This design comes from an exercise in tuning for small area, a short achievable clock period and few clock cycles on the open sky130 flow, not from production work. Where RTL was checked, it was by simulation tests only, not by an equivalence proof against the original. For runs 1 to 3, only the layout was checked, not whether the RTL still works. Power is estimated from default activity; no workload was simulated.

## run.sh

```bash
#!/bin/bash
# synth_recipe.tcl (not shown) runs the flow's synth.tcl, then flattens the netlist and writes it again
# the make line also repeats each setting of config.mk as NAME=value (left out here)
make -C /OpenROAD-flow-scripts/flow DESIGN_CONFIG=/design/flow/config.mk WORK_HOME=/design/flow/orfs CLKGATE_MAP_FILE= SYNTH_SCRIPT=/design/flow/synth_recipe.tcl finish
```

## config.mk

```make
export PLATFORM = sky130hd
export DESIGN_NAME = infix_to_prefix_converter_unit
export DESIGN_NICKNAME = infix_to_prefix_converter_unit
export VERILOG_FILES = /design/flow/design.v
export SDC_FILE = /design/flow/constraint.sdc
export NUM_CORES = 4
export LEC_CHECK = 0
export CAP_MARGIN = 20
export CORE_MARGIN = 2
export CORE_UTILIZATION = 30
export SETUP_SLACK_MARGIN = 3.0
export SLEW_MARGIN = 20
export TNS_END_PERCENT = 10
```

## constraint.sdc

```tcl
create_clock -name core_clock -period 6.0 [get_ports {clk_i}]
set_input_delay 1.2000 -clock core_clock [delete_from_list [all_inputs] [get_ports {clk_i}]]
set_output_delay 1.2000 -clock core_clock [all_outputs]
set_load 0.01 [all_outputs]
```

## design.v

```verilog
module itp_ram (
  input  logic        clk_i,
  input  logic        wea_i,
  input  logic [5:0]  waa_i,
  input  logic [7:0]  wda_i,
  input  logic        web_i,
  input  logic [5:0]  wab_i,
  input  logic [7:0]  wdb_i,
  input  logic [63:0] rsa_i,
  output logic [7:0]  rda_o,
  input  logic [63:0] rsb_i,
  output logic [7:0]  rdb_o
);
  logic [7:0] mem_q [64];
  always_ff @(posedge clk_i) begin
    for (int i = 0; i < 64; i++) begin
      if (wea_i && (waa_i == 6'(i)))      mem_q[i] <= wda_i;
      else if (web_i && (wab_i == 6'(i))) mem_q[i] <= wdb_i;
    end
  end
  always_comb begin
    rda_o = '0;
    rdb_o = '0;
    for (int i = 0; i < 64; i++) begin
      rda_o = rda_o | (mem_q[i] & {8{rsa_i[i]}});
      rdb_o = rdb_o | (mem_q[i] & {8{rsb_i[i]}});
    end
  end
endmodule
module itp_prec_unit (
  input  logic [7:0] c_i,
  output logic       operand_o,
  output logic       open_o,      
  output logic       close_o,     
  output logic       op_o,        
  output logic [2:0] ge_o
);
  assign operand_o = ((c_i >= 8'h61) && (c_i <= 8'h7A)) ||
                     ((c_i >= 8'h41) && (c_i <= 8'h5A)) ||
                     ((c_i >= 8'h30) && (c_i <= 8'h39));
  assign open_o    = (c_i == 8'h29);
  assign close_o   = (c_i == 8'h28);
  assign op_o      = !operand_o && !open_o && !close_o;
  assign ge_o[2] = (c_i == 8'h5E);
  assign ge_o[1] = ge_o[2] || (c_i == 8'h2A) || (c_i == 8'h2F);
  assign ge_o[0] = ge_o[1] || (c_i == 8'h2B) || (c_i == 8'h2D);
endmodule
module infix_to_prefix_converter_unit (
  input  logic       clk_i,
  input  logic       rst_ni,
  input  logic       s_axis_tvalid,
  output logic       s_axis_tready,
  input  logic [7:0] s_axis_tdata,    
  input  logic       s_axis_tlast,
  output logic       m_axis_tvalid,
  input  logic       m_axis_tready,
  output logic [7:0] m_axis_tdata,    
  output logic       m_axis_tlast,
  output logic [1:0] m_axis_tuser     
);
  localparam logic [7:0] CH_CLOSE = 8'h29;
  localparam logic [1:0] STAT_OK       = 2'd0;
  localparam logic [1:0] STAT_OVERFLOW = 2'd1;
  localparam logic [1:0] STAT_UNBAL    = 2'd2;
  localparam int SD = 65;   
  localparam int SW = 17;
  localparam int Y_OPD = 8, Y_OPN = 7, Y_CLS = 6, Y_OP = 5, Y_G3 = 4, Y_G2 = 3, Y_G1 = 2;
  localparam int Y_FIN = 1, Y_OVF = 0;
  function automatic logic [63:0] onehot(input logic [5:0] a);
    onehot = 64'd1 << a;
  endfunction
  logic [6:0] wa_q;        
  logic [6:0] abase_q;     
  logic [6:0] acnt_q;      
  logic       aovf_q;      
  logic [7:0] aprev_q;     
  logic [6:0] used_q;      
  localparam int QA = 2;
  logic [2:0] qa_cnt_q;
  logic [$clog2(QA)-1:0] qa_h_q, qa_t_q;    
  logic [6:0] qa_b_q [QA];       
  logic [6:0] qa_n_q [QA];
  logic       qa_o_q [QA];
  logic [7:0] qa_c_q [QA];
  logic [7:0] qa_p_q [QA];
  logic        b_run_q;
  logic [63:0] rp_q;       
  logic [6:0]  rem_q;      
  logic        finp_q;     
  logic [5:0]  wp_q;       
  logic [6:0]  mcnt_q;     
  logic [6:0]  bend_q;     
  logic [6:0]  blen_q;     
  logic [6:0]  gap_q;      
  logic          r_v_q;
  logic [7:0]    r_d_q;
  logic          r_fin_q;
  logic          f0_v_q, f1_v_q;
  logic [SW-1:0] f0_q, f1_q;
  logic [7:0] s0_q, s1_q;
  logic [7:0] sdp_q [SD-2];
  logic       pk_push_q, pk_pop_q;
  logic [7:0] pk_d_q;
  logic [6:0] sd_q;
  logic       sd0_q, sd1_q, sd2_q;   
  logic       dd_q;
  logic       s0_opn_q, s1_opn_q;
  logic [2:0] s0_ge_q, s1_ge_q;
  logic [1:0] qc_cnt_q;
  logic       qc_s_q  [2];
  logic [1:0] qc_st_q [2];
  logic [6:0] qc_lo_q [2];
  logic [6:0] qc_hi_q [2];
  logic [6:0] qc_fr_q [2];    
  logic        c_run_q;
  logic [6:0]  cp_q;       
  logic [63:0] cpo_q;      
  logic [6:0]  cend_q;
  logic       wqa_v_q, wqb_v_q;
  logic [5:0] wqa_a_q, wqb_a_q;
  logic [7:0] wqa_d_q, wqb_d_q;
  logic       ov_q;
  logic [7:0] od_q;
  logic       ol_q;
  logic [1:0] ou_q;
  logic       ram_wea, ram_web;
  logic [7:0] ram_wdb;
  logic [6:0] used_d;
  logic [7:0] ram_rda, ram_rdb;
  itp_ram u_ram (
    .clk_i (clk_i),
    .wea_i (wqa_v_q),
    .waa_i (wqa_a_q),
    .wda_i (wqa_d_q),
    .web_i (wqb_v_q),
    .wab_i (wqb_a_q),
    .wdb_i (wqb_d_q),
    .rsa_i (rp_q),
    .rda_o (ram_rda),
    .rsb_i (cpo_q),
    .rdb_o (ram_rdb)
  );
  logic       a_full;
  logic       s_fire;
  logic       a_rel;
  logic       qa_push, qa_pop;
  logic [6:0] qa_push_n;
  logic       tready_q;    
  logic       aovf_d;
  logic [6:0] acnt_d;
  logic [2:0] qa_cnt_d;
  assign a_full        = aovf_q || acnt_q[6];
  assign s_axis_tready = tready_q;
  assign s_fire        = s_axis_tvalid && tready_q;
  assign ram_wea       = s_fire && !a_full;
  assign a_rel         = s_fire && s_axis_tlast && a_full;
  assign qa_push       = s_fire && s_axis_tlast;
  assign qa_push_n     = acnt_q + 7'd1;
  always_comb begin
    acnt_d = acnt_q;
    aovf_d = aovf_q;
    if (s_fire) begin
      if (s_axis_tlast) begin
        acnt_d = '0;
        aovf_d = 1'b0;
      end else if (a_full) begin
        aovf_d = 1'b1;
      end else begin
        acnt_d = acnt_q + 7'd1;
      end
    end
  end
  always_ff @(posedge clk_i or negedge rst_ni) begin
    if (!rst_ni) begin
      wa_q    <= '0;
      abase_q <= '0;
      acnt_q  <= '0;
      aovf_q  <= 1'b0;
    end else begin
      acnt_q <= acnt_d;
      aovf_q <= aovf_d;
      if (s_fire) begin
        if (s_axis_tlast && a_full) begin
          wa_q <= abase_q;           
        end else if (!a_full) begin
          wa_q <= wa_q + 7'd1;
          if (s_axis_tlast) abase_q <= wa_q + 7'd1;
        end
      end
    end
  end
  assign qa_cnt_d = qa_cnt_q + {2'b0, qa_push} - {2'b0, qa_pop};
  always_ff @(posedge clk_i or negedge rst_ni) begin
    if (!rst_ni) begin
      tready_q <= 1'b1;
    end else begin
      tready_q <= (qa_cnt_d != 3'(QA)) && (aovf_d || acnt_d[6] || !used_d[6]);
    end
  end
  always_ff @(posedge clk_i) begin
    if (s_fire) aprev_q <= s_axis_tdata;
  end
  always_ff @(posedge clk_i or negedge rst_ni) begin
    if (!rst_ni) begin
      wqa_v_q <= 1'b0;
      wqb_v_q <= 1'b0;
    end else begin
      wqa_v_q <= ram_wea;
      wqb_v_q <= ram_web;
    end
  end
  always_ff @(posedge clk_i) begin
    wqa_a_q <= wa_q[5:0];
    wqa_d_q <= s_axis_tdata;
    wqb_a_q <= wp_q;
    wqb_d_q <= ram_wdb;
  end
  always_ff @(posedge clk_i or negedge rst_ni) begin
    if (!rst_ni) begin
      used_q   <= '0;
      qa_cnt_q <= '0;
      qa_h_q   <= '0;
      qa_t_q   <= '0;
    end else begin
      used_q   <= used_d;
      qa_cnt_q <= qa_cnt_d;
      qa_h_q   <= qa_h_q + $bits(qa_h_q)'(qa_pop);
      qa_t_q   <= qa_t_q + $bits(qa_t_q)'(qa_push);
    end
  end
  always_ff @(posedge clk_i) begin
    if (qa_cnt_q != 3'(QA)) begin
      qa_b_q[qa_t_q] <= a_full ? abase_q : (wa_q + 7'd1);
      qa_n_q[qa_t_q] <= qa_push_n;
      qa_o_q[qa_t_q] <= a_full;
      qa_c_q[qa_t_q] <= s_axis_tdata;
      qa_p_q[qa_t_q] <= aprev_q;
    end
  end
  logic [6:0] hq_b, hq_n;
  logic       hq_o;
  logic [7:0] hq_c, hq_p;
  assign hq_b = qa_b_q[qa_h_q];
  logic [63:0] hq_oh, hq_ro;
  assign hq_oh = onehot(hq_b[5:0]);
  assign hq_ro = {hq_oh[2:0], hq_oh[63:3]};
  assign hq_n = qa_n_q[qa_h_q];
  assign hq_o = qa_o_q[qa_h_q];
  assign hq_c = qa_c_q[qa_h_q];
  assign hq_p = qa_p_q[qa_h_q];
  logic       rc_opd, rc_opn, rc_cls, rc_op;
  logic [2:0] rc_ge;
  logic       lc_opd, lc_opn, lc_cls, lc_op;
  logic [2:0] lc_ge;
  logic       pc_opd, pc_opn, pc_cls, pc_op;
  logic [2:0] pc_ge;
  logic       s2_opd_unused, s2_opn, s2_cls_unused, s2_op_unused;
  logic [2:0] s2_ge;
  itp_prec_unit u_rcls (
    .c_i (r_d_q), .operand_o (rc_opd), .open_o (rc_opn), .close_o (rc_cls), .op_o (rc_op),
    .ge_o (rc_ge)
  );
  itp_prec_unit u_lcls (
    .c_i (hq_c), .operand_o (lc_opd), .open_o (lc_opn), .close_o (lc_cls), .op_o (lc_op),
    .ge_o (lc_ge)
  );
  itp_prec_unit u_pcls (
    .c_i (hq_p), .operand_o (pc_opd), .open_o (pc_opn), .close_o (pc_cls), .op_o (pc_op),
    .ge_o (pc_ge)
  );
  logic [7:0] s2_d;
  assign s2_d = pk_pop_q ? sdp_q[1] : (pk_push_q ? pk_d_q : sdp_q[0]);
  itp_prec_unit u_scls (
    .c_i (s2_d), .operand_o (s2_opd_unused), .open_o (s2_opn), .close_o (s2_cls_unused),
    .op_o (s2_op_unused), .ge_o (s2_ge)
  );
  logic [SW-1:0] r_sym, lc_sym, pc_sym, fin_sym, ovf_sym;
  assign r_sym   = r_fin_q ? fin_sym
                           : {r_d_q, rc_opd, rc_opn, rc_cls, rc_op, rc_ge, 1'b0, 1'b0};
  assign lc_sym  = {hq_c, lc_opd, lc_opn, lc_cls, lc_op, lc_ge, 1'b0, 1'b0};
  assign pc_sym  = {hq_p, pc_opd, pc_opn, pc_cls, pc_op, pc_ge, 1'b0, 1'b0};
  assign fin_sym = {8'h00, 1'b0, 1'b0, 1'b1, 1'b0, 3'b000, 1'b1, 1'b0};
  assign ovf_sym = {8'h00, 1'b0, 1'b0, 1'b0, 1'b0, 3'b000, 1'b0, 1'b1};
  logic       step;
  logic       adv;          
  logic       emit;         
  logic       emit_s;       
  logic       s_push, s_pop, s_repl;
  logic       dd_set, dd_clr;
  logic       fin;
  logic [1:0] fin_st;
  logic       pop0, pop1;
  logic       b_start;
  logic       qc_push, qc_pop;
  logic       qc_push_s;
  logic [1:0] qc_push_st;
  logic [6:0] qc_push_lo, qc_push_hi, qc_push_fr;
  logic [6:0] bend_m1, gap_m1;
  function automatic logic popc(input logic [2:0] c, input logic [2:0] t);
    popc = c[2] ? t[2] : (t[2] || (t[1] && !c[1]) || (t[0] && !c[0]));
  endfunction
  assign step = f0_v_q && !qc_cnt_q[1];    
  assign pop0 = popc(f0_q[Y_G3:Y_G1], s0_ge_q);
  assign pop1 = popc(f0_q[Y_G3:Y_G1], s1_ge_q);
  always_comb begin
    adv    = 1'b0;
    emit   = 1'b0;
    emit_s = 1'b0;
    s_push = 1'b0;
    s_pop  = 1'b0;
    s_repl = 1'b0;
    dd_set = 1'b0;
    dd_clr = 1'b0;
    fin    = 1'b0;
    fin_st = STAT_OK;
    if (step) begin
      if (f0_q[Y_OVF]) begin
        fin    = 1'b1;
        fin_st = STAT_OVERFLOW;
      end else if (f0_q[Y_OPD]) begin
        emit = 1'b1;
        adv  = 1'b1;
      end else if (f0_q[Y_OPN]) begin
        if (dd_q) begin
          s_repl = 1'b1;
          dd_clr = 1'b1;
        end else begin
          s_push = 1'b1;
        end
        adv = 1'b1;
      end else if (dd_q) begin
        if (f0_q[Y_OP] && !sd1_q && !pop1) begin
          s_repl = 1'b1;
          adv    = 1'b1;
        end else begin
          s_pop = 1'b1;
        end
        dd_clr = 1'b1;
      end else if (sd0_q) begin
        fin    = 1'b1;
        fin_st = STAT_UNBAL;
      end else if (f0_q[Y_CLS]) begin
        if (s0_opn_q) begin
          s_pop = 1'b1;
          adv   = 1'b1;
          if (f0_q[Y_FIN]) begin
            fin    = 1'b1;
            fin_st = sd1_q ? STAT_OK : STAT_UNBAL;
          end
        end else if (s1_opn_q && !sd1_q) begin
          emit   = 1'b1;
          emit_s = 1'b1;
          if (f0_q[Y_FIN]) begin
            fin    = 1'b1;
            fin_st = sd2_q ? STAT_OK : STAT_UNBAL;
          end else begin
            s_pop  = 1'b1;
            adv    = 1'b1;
            dd_set = 1'b1;
          end
        end else begin
          emit   = 1'b1;
          emit_s = 1'b1;
          s_pop  = 1'b1;
        end
      end else if (pop0) begin
        emit   = 1'b1;
        emit_s = 1'b1;
        if (sd1_q || !pop1) begin
          s_repl = 1'b1;
          adv    = 1'b1;
        end else begin
          s_pop = 1'b1;
        end
      end else begin
        s_push = 1'b1;
        adv    = 1'b1;
      end
    end
  end
  assign ram_web = emit;
  assign ram_wdb = emit_s ? s0_q : f0_q[SW-1:SW-8];
  assign b_start    = (!b_run_q || fin) && (qa_cnt_q != 3'd0);
  assign qa_pop     = b_start;
  assign qc_push    = fin;
  assign qc_push_s  = (fin_st != STAT_OK) || ((mcnt_q == '0) && !emit);
  assign qc_push_st = fin_st;
  assign bend_m1    = bend_q - mcnt_q - 7'd1;
  assign gap_m1     = gap_q - 7'd1;
  assign qc_push_lo = emit ? bend_m1 : (bend_q - mcnt_q);
  assign qc_push_hi = bend_q;
  assign qc_push_fr = qc_push_s ? blen_q : (emit ? gap_m1 : gap_q);
  logic          a0_v, a1_v;
  logic [SW-1:0] a0, a1;
  logic          mv;        
  logic          fetch;     
  always_comb begin
    if (adv) begin
      a0_v = f1_v_q;
      a0   = f1_q;
      a1_v = 1'b0;
    end else begin
      a0_v = f0_v_q;
      a0   = f0_q;
      a1_v = f1_v_q;
    end
    a1 = f1_q;
    mv = r_v_q && !a1_v;
    if (mv) begin
      if (!a0_v) begin
        a0_v = 1'b1;
        a0   = r_sym;
      end else begin
        a1_v = 1'b1;
        a1   = r_sym;
      end
    end
    fetch = b_run_q && ((rem_q != '0) || finp_q) && (!r_v_q || mv);
  end
  always_ff @(posedge clk_i or negedge rst_ni) begin
    if (!rst_ni) begin
      b_run_q <= 1'b0;
      rem_q   <= '0;
      finp_q  <= 1'b0;
      r_v_q   <= 1'b0;
      f0_v_q  <= 1'b0;
      f1_v_q  <= 1'b0;
      sd_q    <= '0;
      sd0_q   <= 1'b1;
      sd1_q   <= 1'b0;
      sd2_q   <= 1'b0;
      dd_q    <= 1'b0;
      mcnt_q  <= '0;
    end else if (b_start) begin
      b_run_q <= 1'b1;
      rem_q   <= (hq_o || (hq_n == 7'd1)) ? 7'd0 : (hq_n - 7'd2);
      finp_q  <= !hq_o && (hq_n != 7'd1);
      r_v_q   <= 1'b0;
      f0_v_q  <= 1'b1;
      f1_v_q  <= !hq_o;
      sd_q    <= 7'd1;
      sd0_q   <= 1'b0;
      sd1_q   <= 1'b1;
      sd2_q   <= 1'b0;
      dd_q    <= 1'b0;
      mcnt_q  <= '0;
    end else begin
      if (fin) b_run_q <= 1'b0;
      if (fetch) begin
        if (rem_q != '0) rem_q  <= rem_q - 7'd1;
        else             finp_q <= 1'b0;
      end
      r_v_q  <= (fetch || (r_v_q && !mv)) && !fin;
      f0_v_q <= a0_v && !fin;
      f1_v_q <= a1_v && !fin;
      if (s_push) begin
        sd_q  <= sd_q + 7'd1;
        sd0_q <= 1'b0;
        sd1_q <= sd0_q;
        sd2_q <= sd1_q;
      end else if (s_pop) begin
        sd_q  <= sd_q - 7'd1;
        sd0_q <= sd1_q;
        sd1_q <= sd2_q;
        sd2_q <= (sd_q == 7'd3);
      end
      if (dd_set)      dd_q <= 1'b1;
      else if (dd_clr) dd_q <= 1'b0;
      if (emit) mcnt_q <= mcnt_q + 7'd1;
    end
  end
  always_ff @(posedge clk_i) begin
    if (b_start) begin
      rp_q   <= hq_ro;
      blen_q <= hq_o ? 7'd0 : hq_n;
      gap_q  <= hq_n;
      wp_q   <= hq_b[5:0] - 6'd1;
      bend_q <= hq_b;
      f0_q   <= hq_o ? ovf_sym : lc_sym;
      f1_q   <= (hq_n == 7'd1) ? fin_sym : pc_sym;
    end else begin
      if (fetch && (rem_q != '0)) rp_q <= {rp_q[0], rp_q[63:1]};
      if (emit) wp_q <= wp_q - 6'd1;
      if (emit) gap_q <= gap_m1;
      f0_q <= a0;
      f1_q <= a1;
    end
    if (fetch) begin
      r_d_q   <= ram_rda;
      r_fin_q <= (rem_q == '0);
    end
  end
  always_ff @(posedge clk_i) begin
    if (b_start) begin
      s0_q     <= CH_CLOSE;
      s0_opn_q <= 1'b1;
      s0_ge_q  <= 3'b000;
    end else if (s_push) begin
      s0_q     <= f0_q[SW-1:SW-8];
      s0_opn_q <= f0_q[Y_OPN];
      s0_ge_q  <= f0_q[Y_G3:Y_G1];
      s1_q     <= s0_q;
      s1_opn_q <= s0_opn_q;
      s1_ge_q  <= s0_ge_q;
    end else if (s_pop) begin
      s0_q     <= s1_q;
      s0_opn_q <= s1_opn_q;
      s0_ge_q  <= s1_ge_q;
      s1_q     <= s2_d;
      s1_opn_q <= s2_opn;
      s1_ge_q  <= s2_ge;
    end else if (s_repl) begin
      s0_q     <= f0_q[SW-1:SW-8];
      s0_opn_q <= f0_q[Y_OPN];
      s0_ge_q  <= f0_q[Y_G3:Y_G1];
    end
    pk_d_q <= s1_q;
    if (pk_push_q) begin
      for (int i = SD - 3; i > 0; i--) sdp_q[i] <= sdp_q[i-1];
      sdp_q[0] <= pk_d_q;
    end else if (pk_pop_q) begin
      for (int i = 0; i < SD - 3; i++) sdp_q[i] <= sdp_q[i+1];
    end
  end
  always_ff @(posedge clk_i or negedge rst_ni) begin
    if (!rst_ni) begin
      pk_push_q <= 1'b0;
      pk_pop_q  <= 1'b0;
    end else begin
      pk_push_q <= s_push && !b_start;
      pk_pop_q  <= s_pop && !b_start;
    end
  end
  always_ff @(posedge clk_i or negedge rst_ni) begin
    if (!rst_ni) begin
      qc_cnt_q <= '0;
    end else begin
      qc_cnt_q <= qc_cnt_q + {1'b0, qc_push} - {1'b0, qc_pop};
    end
  end
  always_ff @(posedge clk_i) begin
    if (qc_pop) begin
      qc_s_q[0]  <= qc_s_q[1];
      qc_st_q[0] <= qc_st_q[1];
      qc_lo_q[0] <= qc_lo_q[1];
      qc_hi_q[0] <= qc_hi_q[1];
      qc_fr_q[0] <= qc_fr_q[1];
    end
    if (qc_push) begin
      if ((qc_cnt_q == 2'd0) || ((qc_cnt_q == 2'd1) && qc_pop)) begin
        qc_s_q[0]  <= qc_push_s;
        qc_st_q[0] <= qc_push_st;
        qc_lo_q[0] <= qc_push_lo;
        qc_hi_q[0] <= qc_push_hi;
        qc_fr_q[0] <= qc_push_fr;
      end else begin
        qc_s_q[1]  <= qc_push_s;
        qc_st_q[1] <= qc_push_st;
        qc_lo_q[1] <= qc_push_lo;
        qc_hi_q[1] <= qc_push_hi;
        qc_fr_q[1] <= qc_push_fr;
      end
    end
  end
  logic       e1v_q;
  logic [7:0] e1d_q;
  logic       e1l_q;
  logic [1:0] e1u_q;
  logic       c_room;
  logic       o_pop;
  logic       c_add;
  logic [7:0] lo_d;
  logic       lo_l;
  logic [1:0] lo_u;
  logic       c_last;
  logic [6:0] cf;
  assign c_room   = !(ov_q && e1v_q);
  assign o_pop    = ov_q && m_axis_tready;
  assign c_last   = ((cp_q + 7'd1) == cend_q);
  assign qc_pop   = !c_run_q && (qc_cnt_q != 2'd0) && (!qc_s_q[0] || c_room);
  assign c_add    = c_room && (c_run_q || (qc_pop && qc_s_q[0]));
  assign lo_d     = c_run_q ? ram_rdb : 8'h00;
  assign lo_l     = c_run_q ? c_last : 1'b1;
  assign lo_u     = c_run_q ? STAT_OK : qc_st_q[0];
  logic [6:0] used_p1;
  assign cf      = c_run_q ? {6'd0, c_room} : (qc_pop ? qc_fr_q[0] : 7'd0);
  assign used_p1 = used_q + 7'd1;
  always_comb begin
    used_d = ram_wea ? (used_p1 - cf) : (used_q - cf);
    if (a_rel) used_d[6] = !used_d[6];
  end
  always_ff @(posedge clk_i or negedge rst_ni) begin
    if (!rst_ni) begin
      c_run_q <= 1'b0;
      cp_q    <= '0;
      ov_q    <= 1'b0;
      e1v_q   <= 1'b0;
    end else begin
      if (c_run_q) begin
        if (c_room) begin
          cp_q <= cp_q + 7'd1;
          if (c_last) c_run_q <= 1'b0;
        end
      end else if (qc_pop) begin
        if (qc_s_q[0]) begin
          cp_q <= qc_hi_q[0];
        end else begin
          cp_q    <= qc_lo_q[0];
          c_run_q <= 1'b1;
        end
      end
      if (ov_q && !o_pop) begin
        if (!e1v_q) e1v_q <= c_add;
      end else if (e1v_q) begin
        ov_q  <= 1'b1;
        e1v_q <= c_add;
      end else begin
        ov_q  <= c_add;
        e1v_q <= 1'b0;
      end
    end
  end
  always_ff @(posedge clk_i) begin
    if (c_run_q) begin
      if (c_room) cpo_q <= {cpo_q[62:0], cpo_q[63]};
    end else if (qc_pop) begin
      cpo_q <= onehot(qc_lo_q[0][5:0]);
    end
    if (qc_pop && !qc_s_q[0]) cend_q <= qc_hi_q[0];
    if (ov_q && !o_pop) begin
      if (!e1v_q) begin
        e1d_q <= lo_d;
        e1l_q <= lo_l;
        e1u_q <= lo_u;
      end
    end else if (e1v_q) begin
      od_q  <= e1d_q;
      ol_q  <= e1l_q;
      ou_q  <= e1u_q;
      e1d_q <= lo_d;
      e1l_q <= lo_l;
      e1u_q <= lo_u;
    end else begin
      od_q <= lo_d;
      ol_q <= lo_l;
      ou_q <= lo_u;
    end
  end
  assign m_axis_tvalid = ov_q;
  assign m_axis_tdata  = od_q;
  assign m_axis_tlast  = ol_q;
  assign m_axis_tuser  = ou_q;
endmodule
```

==> summary.txt, run 1 <==
First-pass DRT Iterations=8; Place WS=1550 ps; GRT overflow=0; R2R Setup Slk=2500 ps; endpoints failing hold=0; mean cell area of the mapped netlist=13.9 um2; RePlAce Congestion=1.12; Ports=26; P per Cell Area=approximately 530 nW/um2; TritonCTS clock tree=yes; clk sinks=1501; Netlist Area Pre-Place=71500 um2; largest net degree at the start of global routing=174; CTS root buffer=clkbuf_16; Sequential cell area=43800 um2; vias per std cell=6.12; Min Clock Period, post-route=~3500 ps; crit path launch type=flop; Post-synth ARST share=5.40%; Multi-input gate area=approximately 27000 um2; Synth Flop Type=edfxtp_1; Slew Limit Fails=0; Total GRT Usage=a little over 30%; Initial DRC Count=8014; cts bufs inserted=173; Clock transition at path regs=70 ps; DRT antenna net count=0; Synth Register Bits=between 1500 and 2000; Slew HR=9.96%; Setup crit end kind=flop; status=complete, no violations; Layout area overhead=16.8%; Synth Instances=5149; # rows=179; Max IR drop VDD=0.000370 V; Worst-Skew Late Latency=900 ps; delay-heaviest family, CP=simple AND/OR/NAND/NOR gates; max-cap violations=0; wire length of the first global-routing pass=490000 um; share of layout cells above drive strength 1=33.9%; Post-Route WL=about 380000 um; Clock Skews=approximately 83 ps; number of global-route vias before repair=48633; actual slew at the worst max-slew pin=1350 ps; final setup margin=2500 ps; I/O Buffers=25; fmax=286 MHz; kind of critical path=reg -> reg; slowest cell on the critical path=dfxtp_1; crit-path max FO=9; Die Footprint=between 200000 and 250000 um2; Setup violations, final=0; Mapped Nets=5209; H-tree Lvls=4; Final Power=44.1 mW; Critical Path RT=6570 ps; Yosys cell types=between 80 and 90; Max Root-Sink Buffers=3; die width=492 um; cell leakage power=25.8 nW; die height=between 400 and 500 um; synth warn=9; RSZ-0062 raised after global routing=yes; residual DRC count=0; critical-path cell list=nand2b_1, nor3_1, nand2_2, o21ai_2, buf_4; routed len/inst=44.5 um; register area share after synthesis=61.1%; initial antenna violation count=67; WHS=397 ps; max incr delay on CP=750 ps; Starting Density=between 30% and 40%; Fill cells=22954; Final Cycle Share=about three fifths; Final nets=between 5000 and 6000; Post-CTS Hold Buffers=0; DP Wirelength=268000 um; CP Buf/Inv Count=1; post-route setup TNS=0 ps; Min-Delay Path Class=reg -> reg; core footprint=237000 um2; total number of vias=52490; EDFF count, synth=1324; Critical Path AT=4080 ps
## repair_timing
item                       4_1_cts  5_1_grt
pin swaps                        2       20
buffers inserted                12       19
gates cloned                     1        1
setup endpoints to repair      997      898
resized for setup               52       85
## cells by family after synthesis
family | Yosys count | share of synthesized area, %
AND/OR/NAND/NOR | 845 | 5.47
adder cells (fa/ha/maj) | 47 | 0.907
multiplexers | 1126 | 17.6
XOR/XNOR | 78 | 0.956
AO/OA/AOI/OAI | 1060 | 11.2
flip-flops | 1501 | 61.1
buffers and inverters | 492 | 2.70
## synthesized netlist by cell type (14+ instances only)
cell	number	share of area (%)
dfrtp_1	79	2.8
ha_1	39	0.68
buf_2	37	0.26
a221oi_1	195	2.4
a21oi_1	79	0.55
nor2_1	172	0.90
dfxtp_1	96	2.7
inv_1	70	0.37
xor2_1	27	0.33
xnor2_1	51	0.62
a22oi_1	131	1.4
clkbuf_1	339	1.8
or4_1	17	0.18
mux2_2	1033	16
nand3_1	83	0.58
nor3_1	40	0.28
o211ai_1	14	0.15
mux2i_1	87	1.2
a22o_1	239	2.9
o21ai_0	167	1.2
nand2b_1	27	0.24
nand2_1	349	1.8
nand4_1	70	0.61
buf_1	33	0.17
edfxtp_1	1324	56
or2_2	15	0.13
o21a_1	18	0.19
o31ai_1	70	0.74
o22ai_1	28	0.25
## placed cells by master (no fill, tap or decap), drive strengths merged, types with 15 or more instances in the layout
cell / count
dfxtp: 96
clkdlybuf4s50: 23
o211ai: 15
buf: 291
bufinv: 17
o22ai: 28
nor2: 174
clkinv: 87
o31ai: 70
o21a: 18
edfxtp: 1324
or4: 17
nor3: 40
mux2i: 88
dfrtp: 79
diode: 33
nand4: 70
a21oi: 80
mux2: 1038
a211oi: 16
nand3: 83
xnor2: 51
o21ai: 175
a22oi: 131
ha: 39
xor2: 27
clkbuf: 212
a22o: 239
nand2: 351
inv: 78
or2: 15
a221oi: 195
nand2b: 27
## cell type report
| type | count | area share, % |
|---|---|---|
| Sequential cell | 1501 | 52.4 |
| Multi-Input combinational cell | 3156 | 32.1 |
| Clock buffer | 210 | 5.47 |
| Tap cell | 3167 | 4.74 |
| Timing Repair Buffer | 318 | 3.24 |
| Clock inverter | 112 | 1.55 |
| Inverter | 76 | 0.387 |
| Antenna cell | 33 | 0.0989 |
| Timing Repair inverter | 1 | 0.0105 |
## sequential cells by signal (all words and copies together), names as in the netlist, 14 cells and up
signal	count
u_ram.mem_q	512
sdp_q	504
cpo_q	64
rp_q	64
f0_q	17
f1_q	16
qa_c_q	16
qa_p_q	16
qa_b_q	14
qa_n_q	14
qc_fr_q	14
qc_hi_q	14
qc_lo_q	14
## metal layers
layer | wire length, um | GRT usage, % | share of wire, %
met2 | 155000 | 42.8 | 41
met1 | 148000 | 38.2 | 39
met5 | 677 | 0.509 | 0.18
met4 | 31600 | 20.3 | 8.3
met3 | 46800 | 12.9 | 12
## where the power goes
part,leakage [nW],total (mW),switching [mW],internal (mW)
Clock,2.84,11.0,4.78,6.23
Combinational,10.4,16.1,10.8,5.31
Sequential,12.5,17.0,2.32,14.7
## worst register-to-register path: cells and delay by family (launching register included)
family                 cells  cell delay [ps]
AO/OA/AOI/OAI              1              560
buffers and inverters      1              350
flip-flops                 1              750
AND/OR/NAND/NOR            3             1580
## metrics by stage
| step | cells | cell area [um2] | utilization, % |
|---|---|---|---|
| finish | 8574 | 83500 | 35.2 |
| floorplan | 5149 | 71500 | - |
| detailed placement | 8179 | 76500 | 32.2 |
| global route | 8541 | 83400 | 35.1 |
| global placement | 8177 | 76500 | 32.2 |
| CTS | 8514 | 82700 | 34.9 |
## path summary, 6_finish.rpt
kind                               startpoint                           end  depth (start not counted)
max in group asynchronous              rst_ni              f0_v_q$_DFF_PN0_                          2
hold / removal              wp_q[4]$_DFFE_PP_            wqb_a_q[4]$_DFF_P_                          0
setup reg to reg           wqa_a_q[3]$_DFF_P_  u_ram.mem_q[56][2]$_DFFE_PP_                          5
min in group asynchronous              rst_ni           sd_q[4]$_DFFE_PN0P_                          1
setup / recovery           wqa_a_q[3]$_DFF_P_  u_ram.mem_q[56][2]$_DFFE_PP_                          5
hold reg to reg             wp_q[4]$_DFFE_PP_            wqb_a_q[4]$_DFF_P_                          0
==> run 2: changes to the inputs <==
--- a/config.mk
+++ b/config.mk
@@ -9,5 +9,5 @@
 export CORE_MARGIN = 2
 export CORE_UTILIZATION = 30
-export SETUP_SLACK_MARGIN = 3.0
+export SETUP_SLACK_MARGIN = 3.5
 export SLEW_MARGIN = 20
-export TNS_END_PERCENT = 10
+export TNS_END_PERCENT = 30
==> summary.txt, run 2 <==
Sequential cell area=43800 um2 (about the same); Setup crit end kind=flop (unchanged); Sw Pwr=18.9 mW (was 17.9 mW); TritonCTS clock tree=yes (unchanged); Clock transition at path regs=60 ps (was 70 ps); leading cell types by count after synthesis=edfxtp_1 (1324), mux2_2 (1033), nand2_1 (349), clkbuf_1 (339), a22o_1 (239) (unchanged); Ports=26 (unchanged); max-cap violations=0 (unchanged); CTS root buffer=clkbuf_16 (unchanged); # rows=179 (unchanged); residual DRC count=0 (unchanged); share of layout cells above drive strength 1=41.2% (was 33.9%); DRT antenna net count=0 (unchanged); crit-path max FO=4 (was 9); synth warn=9 (unchanged); max reg flops=512 (unchanged); Total GRT Usage=31.2% (was 30.6%); Slew Limit Fails=0 (unchanged); number of global-route vias before repair=50051 (was 48633); Critical Path AT=3600 ps (was 4080 ps); Max IR drop VDD=0.000408 V (was 0.000370 V); I/O Buffers=25 (unchanged); Multi-input gate area=28800 um2 (was 26800 um2); mean cell area of the mapped netlist=13.9 um2 (unchanged); Logic pwr share=40.7% (was 36.4%); top area cells in the synthesized netlist=edfxtp_1 (56%), mux2_2 (16%), a22o_1 (2.9%), dfrtp_1 (2.8%), dfxtp_1 (2.7%) (unchanged); Clock Skews=80.7 ps (was 83.1 ps); Top Registers=u_ram.mem_q x512, sdp_q x504 (unchanged); Starting Density=30.1% (unchanged); Slew HR=16.8% (was 9.96%); initial antenna violation count=48 (was 67); Final Power=46.7 mW (was 44.1 mW); Synth Flop Type=edfxtp_1 (unchanged); most common cell in the netlist=edfxtp_1 (unchanged); area leader, netlist=edfxtp_1 (unchanged); wire length of the first global-routing pass=499000 um (was 490000 um); Min Clock Period, post-route=2970 ps (was 3500 ps); Post-synth ARST share=5.40% (unchanged); Reg with most FFs=u_ram.mem_q (unchanged); cts bufs inserted=173 (unchanged); RSZ-0062 raised after global routing=yes (unchanged); die height=492 um (unchanged); commonest non-fill, non-tap cell in the layout=edfxtp_1 (unchanged); cell leakage power=27.8 nW (was 25.8 nW); Synth Instances=5149 (unchanged); Setup violations, final=0 (unchanged); core footprint=237000 um2 (unchanged); Fill cells=22573 (was 22954); kind of critical path=reg -> reg (unchanged); clock power share=23.6% (was 25.0%); Final Cycle Share=49.5% (was 58.4%); post-route setup TNS=0 ps (unchanged); most frequent cells in the layout=edfxtp_1 (1324), mux2_2 (1030), buf_4 (380) (was edfxtp_1 (1324), mux2_2 (1033), nand2_1 (335)); slowest cell on the critical path=or4_4 (was dfxtp_1); largest net degree at the start of global routing=174 (unchanged); total number of vias=53455 (was 52490); status=complete, no violations (unchanged); GRT overflow=0 (unchanged); Netlist Area Pre-Place=71500 um2 (unchanged); P per Cell Area=530 nW/um2 (was 528 nW/um2); endpoints failing hold=0 (unchanged); First-pass DRT Iterations=8 (unchanged); crit path launch type=flop (unchanged); Worst-Skew Late Latency=900 ps (about the same); Sw Ratio=40.4% (was 40.5%); Initial DRC Count=7854 (was 8014); internal power=27.8 mW (was 26.3 mW); Layout area overhead=23.2% (was 16.8%); routed len/inst=44.3 um (was 44.5 um); Mapped Nets=5209 (unchanged); EDFF count, synth=1324 (unchanged); fin util=37.1% (was 35.2%); sequential power share=35.7% (was 38.6%); Post-CTS Hold Buffers=0 (unchanged); RePlAce Congestion=1.12 (unchanged); critical-path cell list=buf_8, a22oi_2, nand3_1, or4_4, o41ai_2, buf_4, o21ai_1 (was nand2b_1, nor3_1, nand2_2, o21ai_2, buf_4); vias per std cell=6.08 (was 6.12); register area share after synthesis=61.1% (unchanged); max incr delay on CP=570 ps (was 750 ps); Die Footprint=242000 um2 (unchanged); Final nets=5502 (was 5287); Critical Path RT=6630 ps (was 6570 ps); die width=492 um (unchanged); Post-Route WL=389000 um (was 381000 um); clk sinks=1501 (unchanged); Yosys top cell area share=55.6% (unchanged); Synth Register Bits=1501 (unchanged); DP Wirelength=268000 um (unchanged); Max Root-Sink Buffers=3 (unchanged); H-tree Lvls=4 (unchanged); fmax=336 MHz (was 286 MHz); Min-Delay Path Class=in -> async (was reg -> reg); actual slew at the worst max-slew pin=1250 ps (was 1350 ps); Yosys cell types=88 (unchanged)
==> run 2: cell counts after synthesis <==
Identical to the previous run, type by type.
==> run 2: kinds of logic after synthesis <==
| kind of cell | Yosys count | synth area share [%] |
|---|---|---|
| flops | 1501 | 61.1 |
| mux | 1126 | 17.6 |
| xor+xnor | 78 | 0.956 |
| simple gates | 845 | 5.47 |
| fa+ha+maj | 47 | 0.907 |
| compound gates | 1060 | 11.2 |
| buf+inv | 492 | 2.70 |
==> run 2: per-stage QoR <==
| step | setup slack [ps] | hold slack [ps] | area [um2] | cells |
|---|---|---|---|---|
| final | 3030 | 397 | 88100 | 8786 |
| after global routing | 3060 | 411 | 88000 | 8760 |
| after CTS | 3150 | 374 | 86000 | 8666 |
| after detailed placement | 1550 | 375 | 76500 | 8179 |
| after global placement | 1570 | 386 | 76500 | 8177 |
| after floorplan | 856 | 342 | 71500 | 5149 |
==> run 2: power by group through the flow <==
stage | clock [mW] | combinational [mW] | sequential (mW)
2_1_floorplan | 0 | 9.49 | 15.8
3_3_place_gp | 0 | 15.0 | 17.2
3_5_place_dp | 0 | 15.0 | 17.2
4_1_cts | 11.2 | 17.4 | 16.5
5_1_grt | 11.6 | 19.5 | 16.8
6_report | 11.0 | 19.0 | 16.7
==> run 2: path summary, 6_finish.rpt <==
path | endpoint | slack, ps | from | cells after the start
max reg2reg | e1d_q[4]$_DFFE_PP_ | 3030 | cpo_q[9]$_DFFE_PP_ | 7
max | e1d_q[4]$_DFFE_PP_ | 3030 | cpo_q[9]$_DFFE_PP_ | 7
min | sd_q[1]$_DFFE_PN0P_ | 400 | rst_ni | 1
min reg2reg | pk_d_q[1]$_DFF_P_ | 400 | s1_q[1]$_DFFE_PP_ | 0
max in group asynchronous | qa_h_q$_DFF_PN0_ | 4460 | rst_ni | 2
min in group core_clock | pk_d_q[1]$_DFF_P_ | 400 | s1_q[1]$_DFFE_PP_ | 0
==> run 2: layer usage <==
metal / wire length (um) / vias to the layer above / global-route usage (%)
met5: 844 / - / 1.04
met4: 32100 / 32 / 21.1
met3: 47300 / 1119 / 12.8
met2: 159000 / 3655 / 43.8
met1: 150000 / 27748 / 38.8
li1: - / 20901 / -
==> run 2: repair_timing <==
| item | in CTS | in global routing |
|---|---|---|
| cloned | 13 | 1 |
| resized for setup | 453 | 257 |
| endpoints found under the hold margin | 0 | 0 |
| setup endpoints to repair | 2076 | 867 |
| setup buffers | 152 | 86 |
| pin swaps | 97 | 87 |
==> run 2: critical path: cells and delay by family, from the launching register on <==
family                 cells  cell delay [ps]
AOI/OAI and AO/OA          3              830
and+or+nand+nor            2              880
DFF                        1              540
buffers and inverters      2              420
==> run 2: cell type report <==
type / instances / area share (%)
multi-input cells: 3160 / 32.7
repair inverters: 1 / 0.00710
diodes: 30 / 0.0852
clock inverters: 112 / 1.47
inverters: 76 / 0.391
flip-flops and latches: 1501 / 49.7
well taps: 3167 / 4.50
clock buffers: 210 / 5.19
repair buffers: 529 / 5.94
==> run 3: changes to the inputs <==
--- a/config.mk
+++ b/config.mk
@@ -8,5 +8,5 @@
 export CAP_MARGIN = 20
 export CORE_MARGIN = 2
-export CORE_UTILIZATION = 30
+export CORE_UTILIZATION = 40
 export SETUP_SLACK_MARGIN = 3.5
 export SLEW_MARGIN = 20
==> summary.txt, run 3 <==
Starting Density=40.2% (was 30.1%); max-cap violations=0 (unchanged); I/O Buffers=25 (unchanged); synth warn=9 (unchanged); Setup crit end kind=flop (unchanged); Final Cycle Share=52.2% (was 49.5%); max reg flops=512 (unchanged); Max Root-Sink Buffers=3 (unchanged); most common cell in the netlist=edfxtp_1 (unchanged); total number of vias=53996 (was 53455); register area share after synthesis=61.1% (unchanged); Ports=26 (unchanged); WHS=331 ps (was 397 ps); Worst-Skew Late Latency=870 ps (was 900 ps); met2 Use GR=56.7% (was 43.8%); Synth Flop Type=edfxtp_1 (unchanged); commonest non-fill, non-tap cell in the layout=edfxtp_1 (unchanged); cts bufs inserted=173 (unchanged); share of layout cells above drive strength 1=39.8% (was 41.2%); slowest cell on the critical path=nand4_1 (was or4_4); GR Layer Usage met1=52.0% (was 38.8%); R2R Setup Slk=2870 ps (was 3030 ps); Clock Skews=47.1 ps (was 80.7 ps); cell leakage power=27.5 nW (was 27.8 nW); H-tree Lvls=4 (unchanged); Layout area overhead=20.5% (was 23.2%); wire length of the first global-routing pass=494000 um (was 499000 um); First-pass DRT Iterations=6 (was 8); post-route setup TNS=0 ps (unchanged); CTS root buffer=clkbuf_16 (unchanged); met3 GRT Util=18.9% (was 12.8%); kind of critical path=reg -> reg (unchanged); TritonCTS clock tree=yes (unchanged); endpoints failing hold=0 (unchanged); CP startpoint=rp_q[29]$_DFFE_PP_ (was cpo_q[9]$_DFFE_PP_); most frequent cells in the layout=edfxtp_1 (1324), mux2_2 (1032), buf_4 (337) (was edfxtp_1 (1324), mux2_2 (1030), buf_4 (380)); P per Cell Area=538 nW/um2 (was 530 nW/um2); routed len/inst=48.5 um (was 44.3 um); EDFF count, synth=1324 (unchanged); area leader, netlist=edfxtp_1 (unchanged); Mapped Nets=5209 (unchanged); # rows=155 (was 179); core footprint=178000 um2 (was 237000 um2); RSZ-0062 raised after global routing=yes (unchanged); Yosys top cell area share=55.6% (unchanged); RePlAce Congestion=1.14 (was 1.12); die height=427 um (was 492 um); fin util=48.4% (was 37.1%); clk sinks=1501 (unchanged); status=complete, no violations (unchanged); Reg with most FFs=u_ram.mem_q (unchanged); max incr delay on CP=810 ps (was 570 ps); RR Startpoint=rp_q[29]$_DFFE_PP_ (was cpo_q[9]$_DFFE_PP_); Die Footprint=182000 um2 (was 242000 um2); critical-path cell list=buf_12, a22o_4, a221oi_4, nand4_1, or4_1 (was buf_8, a22oi_2, nand3_1, or4_4, o41ai_2, buf_4, o21ai_1); Yosys cell types=88 (unchanged); Initial DRC Count=8697 (was 7854); final setup margin=2870 ps (was 3030 ps); Synth Instances=5149 (unchanged); delay-heaviest family, CP=simple AND/OR/NAND/NOR gates (unchanged); residual DRC count=0 (unchanged); Synth Register Bits=1501 (unchanged); DRT antenna net count=0 (unchanged); Max IR drop VDD=0.000378 V (was 0.000408 V); Post-Route WL=384000 um (was 389000 um); Setup violations, final=0 (unchanged); Critical Path AT=3710 ps (was 3600 ps); DP Wirelength=266000 um (was 268000 um); fmax=319 MHz (was 336 MHz); vias per std cell=6.82 (was 6.08); crit path launch type=flop (unchanged); GRT overflow=0 (unchanged); crit-path max FO=9 (was 4); Min-Delay Path Class=in -> async (unchanged); Slew HR=18.0% (was 16.8%); die width=427 um (was 492 um); GRT Max-Usage Layer=met2 (unchanged); initial antenna violation count=42 (was 48); leading cell types by count after synthesis=edfxtp_1 (1324), mux2_2 (1033), nand2_1 (349), clkbuf_1 (339), a22o_1 (239) (unchanged); Netlist Area Pre-Place=71500 um2 (unchanged); DP Area=75500 um2 (was 76500 um2); Clock transition at path regs=60 ps (about the same); Total GRT Usage=41.5% (was 31.2%); number of global-route vias before repair=50157 (was 50051); largest net degree at the start of global routing=219 (was 174); actual slew at the worst max-slew pin=1230 ps (was 1250 ps); Critical Path RT=6580 ps (was 6630 ps); Final nets=5458 (was 5502); Place WS=1680 ps (was 1550 ps); top area cells in the synthesized netlist=edfxtp_1 (56%), mux2_2 (16%), a22o_1 (2.9%), dfrtp_1 (2.8%), dfxtp_1 (2.7%) (unchanged); Slew Limit Fails=0 (unchanged); mean cell area of the mapped netlist=13.9 um2 (unchanged); Post-Layout Inst Area=86200 um2 (was 88100 um2); CP Buf/Inv Count=1 (was 2); Top Registers=u_ram.mem_q x512, sdp_q x504 (unchanged); Min Clock Period, post-route=3130 ps (was 2970 ps); Post-synth ARST share=5.40% (unchanged)
## run 3: cell counts after synthesis
Identical to the previous run, type by type.
## run 3: final cells by class
type	instances	area [um2]
Clock buffer	228	4740
Clock inverter	88	905
Inverter	76	334
Fill cell	15518	91900
Timing Repair inverter	2	12.5
Tap cell	2355	2950
Timing Repair Buffer	486	4950
Multi-Input combinational cell	3158	28400
Sequential cell	1501	43800
Antenna cell	28	70.1
## run 3: kinds of logic (layout without fill, tap and decap cells)
kind of cell	count (synthesis)	count (layout)	synth area share, %
buffers and inverters	492	880	2.70
flip-flops	1501	1501	61.1
XOR/XNOR	78	78	0.956
adder cells (fa/ha/maj)	47	47	0.907
other	0	28	0
AO/OA/AOI/OAI	1060	1061	11.2
multiplexers	1126	1126	17.6
AND/OR/NAND/NOR	845	846	5.47
## run 3: what timing repair did
| item | 4_1_cts | 5_1_grt |
|---|---|---|
| endpoints found under the setup margin | 1829 | 1444 |
| resized for setup | 488 | 138 |
| hold buffers | 0 | 0 |
| buffers inserted | 166 | 43 |
| cloned | 11 | 4 |
| pin swaps | 97 | 45 |
## run 3: worst paths after layout
check                                       to  depth (start not counted)
max                         r_d_q[5]$_DFFE_PP_                          5
min                        sd_q[6]$_DFFE_PN0P_                          1
max reg2reg                 r_d_q[5]$_DFFE_PP_                          5
min reg2reg                  pk_d_q[5]$_DFF_P_                          0
max in group asynchronous     qa_h_q$_DFF_PN0_                          2
min in group core_clock      pk_d_q[5]$_DFF_P_                          0
## run 3: metal layers
metal | share of wire (%) | vias up
met3 | 13 | 1187
met2 | 40 | 4103
met1 | 38 | 27846
met5 | 0.10 | -
met4 | 8.4 | 22
li1 | - | 20838
## run 3: per-stage QoR
stage	std cells	power (mW)
finish	7922	46.3
detailed placement	7352	32.1
global placement	7349	32.1
CTS	7845	44.9
floorplan	5149	25.2
global route	7901	47.3
## run 3: worst register-to-register path, cell delays in order, from the launching register on
cell and delay (ps):
edfxtp_1 410, buf_12 200, a22o_4 340, a221oi_4 330, nand4_1 810, or4_1 760
## run 3: power breakdown
part           internal [mW]  leakage, nW  switching, mW
clock network           6.22         2.76           4.59
logic                   6.67         12.2           11.8
registers               14.7         12.5           2.35
==> run 4: changes to the inputs <==
--- a/design.v
+++ b/design.v
@@ -225,6 +225,6 @@
       used_q   <= used_d;
       qa_cnt_q <= qa_cnt_d;
-      qa_h_q   <= qa_h_q + $bits(qa_h_q)'(qa_pop);
-      qa_t_q   <= qa_t_q + $bits(qa_t_q)'(qa_push);
+      if (qa_pop)  qa_h_q <= qa_h_q + 1'b1;
+      if (qa_push) qa_t_q <= qa_t_q + 1'b1;
     end
   end
--- a/config.mk
+++ b/config.mk
@@ -8,5 +8,5 @@
 export CAP_MARGIN = 20
 export CORE_MARGIN = 2
-export CORE_UTILIZATION = 40
+export CORE_UTILIZATION = 30
 export SETUP_SLACK_MARGIN = 3.5
 export SLEW_MARGIN = 20
==> summary.txt, run 4 <==
most frequent cells in the layout=edfxtp_1 (1324), mux2_2 (1036), buf_4 (331) (was edfxtp_1 (1324), mux2_2 (1032), buf_4 (337)); Sw Ratio=42.5% (was 40.4%); crit-path max FO=9 (unchanged); internal power=29.6 mW (was 27.6 mW); EDFF count, synth=1324 (unchanged); endpoints failing hold=0 (unchanged); First-pass DRT Iterations=9 (was 6); Synth Instances=5118 (was 5149); GRT Max-Usage Layer=met2 (unchanged); Max Root-Sink Buffers=3 (unchanged); RePlAce Congestion=1.13 (was 1.14); DP Wirelength=256000 um (was 266000 um); crit path launch type=flop (unchanged); Final nets=5437 (was 5458); share of layout cells above drive strength 1=40.1% (was 39.8%); core footprint=236000 um2 (was 178000 um2); area leader, netlist=edfxtp_1 (unchanged); register area share after synthesis=61.3% (was 61.1%); Critical Path RT=6520 ps (was 6580 ps); max reg flops=512 (unchanged); met3 GRT Util=11.9% (was 18.9%); Setup crit end kind=flop (unchanged); residual DRC count=0 (unchanged); Sw Pwr=21.9 mW (was 18.7 mW); clk sinks=1501 (unchanged); Mapped Nets=5178 (was 5209); routed len/inst=41.9 um (was 48.5 um); Post-Route WL=364000 um (was 384000 um); P per Cell Area=589 nW/um2 (was 538 nW/um2); critical-path cell list=nand2b_1, nor2_1, nand2_1, o21ai_1, buf_4 (was buf_12, a22o_4, a221oi_4, nand4_1, or4_1); Worst-Skew Late Latency=870 ps (about the same); die width=492 um (was 427 um); GR Layer Usage met1=36.2% (was 52.0%); max-cap violations=0 (unchanged); leading cell types by count after synthesis=edfxtp_1 (1324), mux2_2 (1040), clkbuf_1 (354), nand2_1 (322), a22o_1 (240) (was edfxtp_1 (1324), mux2_2 (1033), nand2_1 (349), clkbuf_1 (339), a22o_1 (239)); I/O Buffers=25 (unchanged); actual slew at the worst max-slew pin=1250 ps (was 1230 ps); post-route setup TNS=0 ps (unchanged); Synth Register Bits=1501 (unchanged); # rows=178 (was 155); R2R Setup Slk=3000 ps (was 2870 ps); Top Registers=u_ram.mem_q x512, sdp_q x504 (unchanged); largest net degree at the start of global routing=191 (was 219); kind of critical path=reg -> reg (unchanged); CTS root buffer=clkbuf_16 (unchanged); met2 Use GR=41.0% (was 56.7%); delay-heaviest family, CP=simple AND/OR/NAND/NOR gates (unchanged); mean cell area of the mapped netlist=13.9 um2 (about the same); wire length of the first global-routing pass=475000 um (was 494000 um); Layout area overhead=22.5% (was 20.5%); H-tree Lvls=4 (unchanged); Die Footprint=242000 um2 (was 182000 um2); number of global-route vias before repair=50080 (was 50157); DRT antenna net count=0 (unchanged); Logic pwr share=45.3% (was 39.8%); max incr delay on CP=740 ps (was 810 ps); TritonCTS clock tree=yes (unchanged); Min Clock Period, post-route=3000 ps (was 3130 ps); Synth Flop Type=edfxtp_1 (unchanged); Initial DRC Count=8107 (was 8697); die height=492 um (was 427 um); top area cells in the synthesized netlist=edfxtp_1 (56%), mux2_2 (16%), a22o_1 (2.9%), dfrtp_1 (2.8%), dfxtp_1 (2.7%) (unchanged); total number of vias=53063 (was 53996); sequential power share=33.0% (was 36.9%); cts bufs inserted=174 (was 173); Starting Density=30.2% (was 40.2%); Setup violations, final=0 (unchanged); Yosys top cell area share=55.8% (was 55.6%); Fill cells=22232 (was 15518); commonest non-fill, non-tap cell in the layout=edfxtp_1 (unchanged); Ports=26 (unchanged); Critical Path AT=3510 ps (was 3710 ps); clock power share=21.6% (was 23.3%); Clock transition at path regs=60 ps (about the same); Netlist Area Pre-Place=71300 um2 (was 71500 um2); CP Buf/Inv Count=1 (unchanged); fmax=334 MHz (was 319 MHz); most common cell in the netlist=edfxtp_1 (unchanged); cell leakage power=27.4 nW (was 27.5 nW); synth warn=9 (unchanged); initial antenna violation count=39 (was 42); Post-synth ARST share=5.40% (unchanged); Slew Limit Fails=0 (unchanged); Total GRT Usage=29.2% (was 41.5%); Reg with most FFs=u_ram.mem_q (unchanged); RSZ-0062 raised after global routing=yes (unchanged); status=complete, no violations (unchanged); Final Power=51.5 mW (was 46.3 mW); Final Cycle Share=49.9% (was 52.2%); Max IR drop VDD=0.000387 V (was 0.000378 V); Yosys cell types=87 (was 88); Min-Delay Path Class=in -> async (unchanged); GRT overflow=0 (unchanged); Clock Skews=46.6 ps (was 47.1 ps); slowest cell on the critical path=nand2_1 (was nand4_1); Slew HR=17.0% (was 18.0%); vias per std cell=6.10 (was 6.82)
[run 4: changes by cell type in the layout (fill, tap and decap cells not counted), moves of 10 or more]
cell      previous run  this run
clkbuf_8             7        17
o31ai_1             64        37
o21ai_1             16        31
a221oi_2            53        64
o22ai_1              8        18
nand2_1            310       288
o21ai_0            110       137
nor2_1             148       128
[run 4: area by class of cell]
class | count | area (um2) | area share [%]
flip-flops and latches | 1501 | 43800 | 50.1
multi-input cells | 3132 | 28400 | 32.5
repair buffers | 484 | 4950 | 5.66
clock buffers | 226 | 4760 | 5.45
well taps | 3150 | 3940 | 4.51
clock inverters | 99 | 1170 | 1.33
inverters | 82 | 347 | 0.397
diodes | 22 | 55.1 | 0.0630
repair inverters | 2 | 11.3 | 0.0129
[run 4: final timing paths]
| kind | cells after the start | end | from |
|---|---|---|---|
| min | 1 | sd_q[0]$_DFFE_PN0P_ | rst_ni |
| min in group core_clock | 0 | pk_d_q[2]$_DFF_P_ | s1_q[2]$_DFFE_PP_ |
| max reg2reg | 5 | u_ram.mem_q[5][3]$_DFFE_PP_ | wqa_a_q[2]$_DFF_P_ |
| max | 5 | u_ram.mem_q[5][3]$_DFFE_PP_ | wqa_a_q[2]$_DFF_P_ |
| max in group asynchronous | 2 | c_run_q$_DFF_PN0_ | rst_ni |
| min reg2reg | 0 | pk_d_q[2]$_DFF_P_ | s1_q[2]$_DFFE_PP_ |
[run 4: kinds of logic (layout without fill, tap and decap cells)]
group | count (synthesis) | count (layout) | synth area share, %
flops | 1501 | 1501 | 61.3
simple gates | 821 | 824 | 5.46
xor+xnor | 76 | 76 | 0.933
buf+inv | 488 | 893 | 2.65
compound gates | 1058 | 1058 | 11.1
other cells | 0 | 22 | 0
fa+ha+maj | 47 | 47 | 0.909
mux | 1127 | 1127 | 17.6
[run 4: what timing repair did]
| action | in CTS | in global routing |
|---|---|---|
| setup buffers | 195 | 34 |
| pin swaps | 98 | 61 |
| hold buffers | 0 | 0 |
| cloned | 11 | 6 |
| resized for setup | 522 | 136 |
| setup endpoints to repair | 1765 | 1491 |
[run 4: power groups by stage]
| stage | registers [mW] | logic [mW] | clock network [mW] |
|---|---|---|---|
| after global placement | 17.6 | 17.8 | 0 |
| after global routing | 17.1 | 23.6 | 11.7 |
| final | 17.0 | 23.3 | 11.1 |
| after detailed placement | 17.5 | 18.1 | 0 |
| after CTS | 16.9 | 21.7 | 11.3 |
| after floorplan | 16.1 | 10.6 | 0 |
[run 4: worst reg2reg max path, cell delays in order (launching register included)]
cell and delay (ps):
dfxtp_1 560, nand2b_1 210, nor2_1 500, nand2_1 740
o21ai_1 320, buf_4 290
[run 4: metal layers]
metal | wire (um) | vias up
met5 | 517 | -
met4 | 31300 | 16
met3 | 43400 | 1098
met2 | 149000 | 3739
met1 | 140000 | 27481
li1 | - | 20729
[run 4: per-stage QoR]
| stage | util (%) | cell area (um2) | setup WS (ps) | hold WS, ps | instances |
|---|---|---|---|---|---|
| floorplan | - | 71400 | 856 | 342 | 5118 |
| global placement | 32.1 | 75800 | 1630 | 387 | 8098 |
| detailed placement | 32.2 | 76000 | 1650 | 383 | 8103 |
| CTS | 36.6 | 86300 | 3040 | 369 | 8634 |
| global route | 37.0 | 87300 | 3080 | 400 | 8680 |
| finish | 37.1 | 87400 | 3000 | 381 | 8698 |
Testbench counts of run 4, summed over its fixed seeds: cycles 8,142.

[port drivers added, routing unchanged]
How much do the figures lean on ideal ports? The routed layouts below were timed once more, with nothing changed but the port constraints. Step 1, drivers: a clkbuf_16 drives clk_i and a buf_2 each remaining input, both assumed. Step 2 times the ports against the registers' clock, not the clock port: input delays grow and output delays shrink by t, the midpoint of the rising clock arrivals with the driver on. a / b / c = ideal / step 1 / step 2; a / b = the first two.
| run | t (ns) | setup WS [ns] | worst register clock-pin slew, ns |
|---|---|---|---|
| run 1 | 0.953 | 2.498 / 2.498 / 2.332 | 0.07 / 0.07 |
| run 2 | 0.955 | 3.028 / 3.028 / 2.515 | 0.07 / 0.07 |
| run 3 | 0.934 | 2.866 / 2.866 / 2.603 | 0.07 / 0.07 |
| run 4 | 0.942 | 3.004 / 3.004 / 2.319 | 0.07 / 0.07 |
After both steps setup and hold are still met in every run listed. The setup slack of run 4, which loses most, moves by 0.000 ns with the drivers and by -0.685 ns with both steps.
